This design comes from an exercise in tuning for a short achievable clock period and few clock cycles on the open sky130 flow, not from production work.
Function was checked by simulation only, so behaviour that the tests miss may differ from the original.
Power is estimated from default activity; no workload was simulated.

## cpu_core
module cpu_core (
  input  logic        clk,
  input  logic        arst_n_i,
  input  logic        bus_stall_i,
  output logic        inst_sram_en_o,
  output logic [31:0] inst_sram_addr_o,
  input  logic [31:0] inst_sram_rdata_i,
  output logic        data_sram_en_o,
  output logic [3:0]  data_sram_wen_o,
  output logic [31:0] data_sram_addr_o,
  output logic [31:0] data_sram_wdata_o,
  input  logic [31:0] data_sram_rdata_i,
  output logic [31:0] debug_wb_pc_o,
  output logic [3:0]  debug_wb_rf_wen_o,
  output logic [4:0]  debug_wb_rf_wnum_o,
  output logic [31:0] debug_wb_rf_wdata_o
);
Size: roughly 1800 flip-flops, ~0.089 mm2 of cells after synthesis.
export LEC_CHECK = 0
export CAP_MARGIN = 20
export CORE_MARGIN = 2
export CORE_UTILIZATION = 30
export SLEW_MARGIN = 20
export SYNTH_HIERARCHICAL = 1
export SYNTH_MINIMUM_KEEP_SIZE = 0
create_clock -name core_clock -period 9.5 [get_ports {clk}]
standard.sh (not shown) runs the stock make flow with config.mk's settings and CLKGATE_MAP_FILE= SYNTH_SCRIPT=/design/flow/synth_recipe.tcl, a recipe that flattens the netlist after the stock synthesis.
==> flow/flow/run.sh <==
#!/bin/bash
# The standard layout (standard.sh, with its synthesis unchanged; the
# hierarchical synthesis is set in config.mk) with two settings changed for
# how the layout is made; the SDC is not touched:
# - timing repair aims at a shorter clock than the SDC's (setup margin),
# - the ports get buf_8 buffers instead of the default small buffer.
# Each ORFS step writes its own log under orfs/logs; make's output goes to
# standard.log.
set -euo pipefail
bash standard.sh SETUP_SLACK_MARGIN=6.5 \
  "BUFFER_PORTS_ARGS=-buffer_cell sky130_fd_sc_hd__buf_8" \
  finish > standard.log 2>&1
The first run ran to the end with violations: max-slew violations.
Testbench counts at the start, summed over its fixed seeds: cycles 113,183.
Edit:
Settings changed: SLEW_MARGIN 20 to 35.
After rerunning: This time the run passed the timing, design-rule and antenna checks; sequential power stays flat; worst setup slack degrades by 0.0050 ns; synthesized area stays the same.
Edit:
--- a/flow/flow/run.sh
+++ b/flow/flow/run.sh
@@ -3,2 +3,2 @@
-# hierarchical synthesis is set in config.mk) with two settings changed for
-# how the layout is made; the SDC is not touched:
+# hierarchical synthesis is set in config.mk) with settings changed for how
+# the layout is made; the SDC is not touched:
@@ -5,0 +6 @@
+#   without gate cloning (clones added late can overload a net's slew),
@@ -10 +11 @@
-bash standard.sh SETUP_SLACK_MARGIN=6.5 \
+bash standard.sh SETUP_SLACK_MARGIN=6.5 SKIP_GATE_CLONING=1 \
Settings changed: SLEW_MARGIN 35 to 20.
Worst setup slack gets worse by 0.0049 ns.
Count of clock-buffer cells in the layout goes up by 3.
Clock power goes up by about 2%.
Routed wire length goes down by 1.9%.
Core utilization goes down by 0.51 points.
Global-route usage goes down by 0.86 points.

## west
cpu_core, a different RTL version from the one above (not shown whole).
Size in the first run: roughly 9200 cells after synthesis, roughly 240 I/O pins, about 90000 µm² of cells after synthesis.
Settings: LEC_CHECK=0, CAP_MARGIN=20, CORE_MARGIN=2, CORE_UTILIZATION=30, SLEW_MARGIN=20, SYNTH_HIERARCHICAL=1, SYNTH_MINIMUM_KEEP_SIZE=0; clock period 9.5 ns.
==> flow/flow/run.sh <==
#!/bin/bash
# The standard layout (standard.sh, with its synthesis unchanged; the
# hierarchical synthesis is set in config.mk) with settings changed for how
# the layout is made; the SDC is not touched:
# - timing repair aims at a shorter clock than the SDC's (setup margin),
#   without gate cloning (clones added late can overload a net's slew),
# - the ports get buf_8 buffers instead of the default small buffer.
# Each ORFS step writes its own log under orfs/logs; make's output goes to
# standard.log.
set -euo pipefail
bash standard.sh SETUP_SLACK_MARGIN=6.5 SKIP_GATE_CLONING=1 \
  "BUFFER_PORTS_ARGS=-buffer_cell sky130_fd_sc_hd__buf_8" \
  finish > standard.log 2>&1
Testbench counts of west, summed over its fixed seeds: cycles 113,183.
### west -> south
# west
export LEC_CHECK = 0
export CAP_MARGIN = 20
export CORE_MARGIN = 2
export CORE_UTILIZATION = 30
export SLEW_MARGIN = 20
export SYNTH_HIERARCHICAL = 1
export SYNTH_MINIMUM_KEEP_SIZE = 0
create_clock -name core_clock -period 9.5 [get_ports {clk}]
# south
export LEC_CHECK = 0
export CAP_MARGIN = 20
export CORE_MARGIN = 2
export CORE_UTILIZATION = 30
export SLEW_MARGIN = 35
export SYNTH_HIERARCHICAL = 1
export SYNTH_MINIMUM_KEEP_SIZE = 0
create_clock -name core_clock -period 9.5 [get_ports {clk}]
==> flow/flow/run.sh <==
#!/bin/bash
# The standard layout (standard.sh, with its synthesis unchanged; the
# hierarchical synthesis is set in config.mk) with two settings changed for
# how the layout is made; the SDC is not touched:
# - timing repair aims at a shorter clock than the SDC's (setup margin),
# - the ports get buf_8 buffers instead of the default small buffer.
# Each ORFS step writes its own log under orfs/logs; make's output goes to
# standard.log.
set -euo pipefail
bash standard.sh SETUP_SLACK_MARGIN=6.5 \
  "BUFFER_PORTS_ARGS=-buffer_cell sky130_fd_sc_hd__buf_8" \
  finish > standard.log 2>&1
==> comparison <==
- Final critical delay including setup and external delays (lower): south
- south ended up with e_a[0] as its first element of the critical path; west ended up with e_a[10].
- [diff] cell area, south relative to west: regression
- Mux contribution to synthesized area: west vs south identical

separate check: timing with driven ports:
No port has a modelled driver above. Below, the same layouts with a new extraction and two added sets of constraints. Step 1 (the two cells are an assumption about what drives the block):
set clk [get_ports {clk}]
set_driving_cell -lib_cell sky130_fd_sc_hd__clkbuf_16 $clk
set_driving_cell -lib_cell sky130_fd_sc_hd__buf_2 [delete_from_list [all_inputs] $clk]
Step 2 moves the port delays by t, midway between the first and last clock arrival at a register: inputs arrive t later, outputs are due t later. That takes back most of the time a late clock gives input paths. Slacks: no drivers / after step 1 / after step 2; pairs: no drivers / after step 1.
| run | t, ns | setup slack, ns | worst hold slack (ns) | worst setup path at the end | cell pins on the clock port's net |
|---|---|---|---|---|---|
| the first run of note 1 | 0.982 | 6.035 / 6.015 / 5.242 | 0.391 / 0.391 / 0.391 | input to register | 1 |
| the second run of note 1 | 1.010 | 6.030 / 5.966 / 5.227 | 0.391 / 0.391 / 0.391 | input to register | 1 |
| the third run of note 1 | 0.978 | 6.025 / 6.013 / 5.184 | 0.392 / 0.392 / 0.392 | input to register | 1 |
| west | 0.972 | 6.036 / 5.990 / 5.280 | 0.396 / 0.396 / 0.396 | input to register | 1 |
| south | 0.965 | 6.058 / 6.019 / 5.245 | 0.393 / 0.393 / 0.393 | input to register | 1 |
The setup slack of the third run of note 1, which loses most, moves by -0.012 ns with the drivers and by -0.841 ns with both steps.
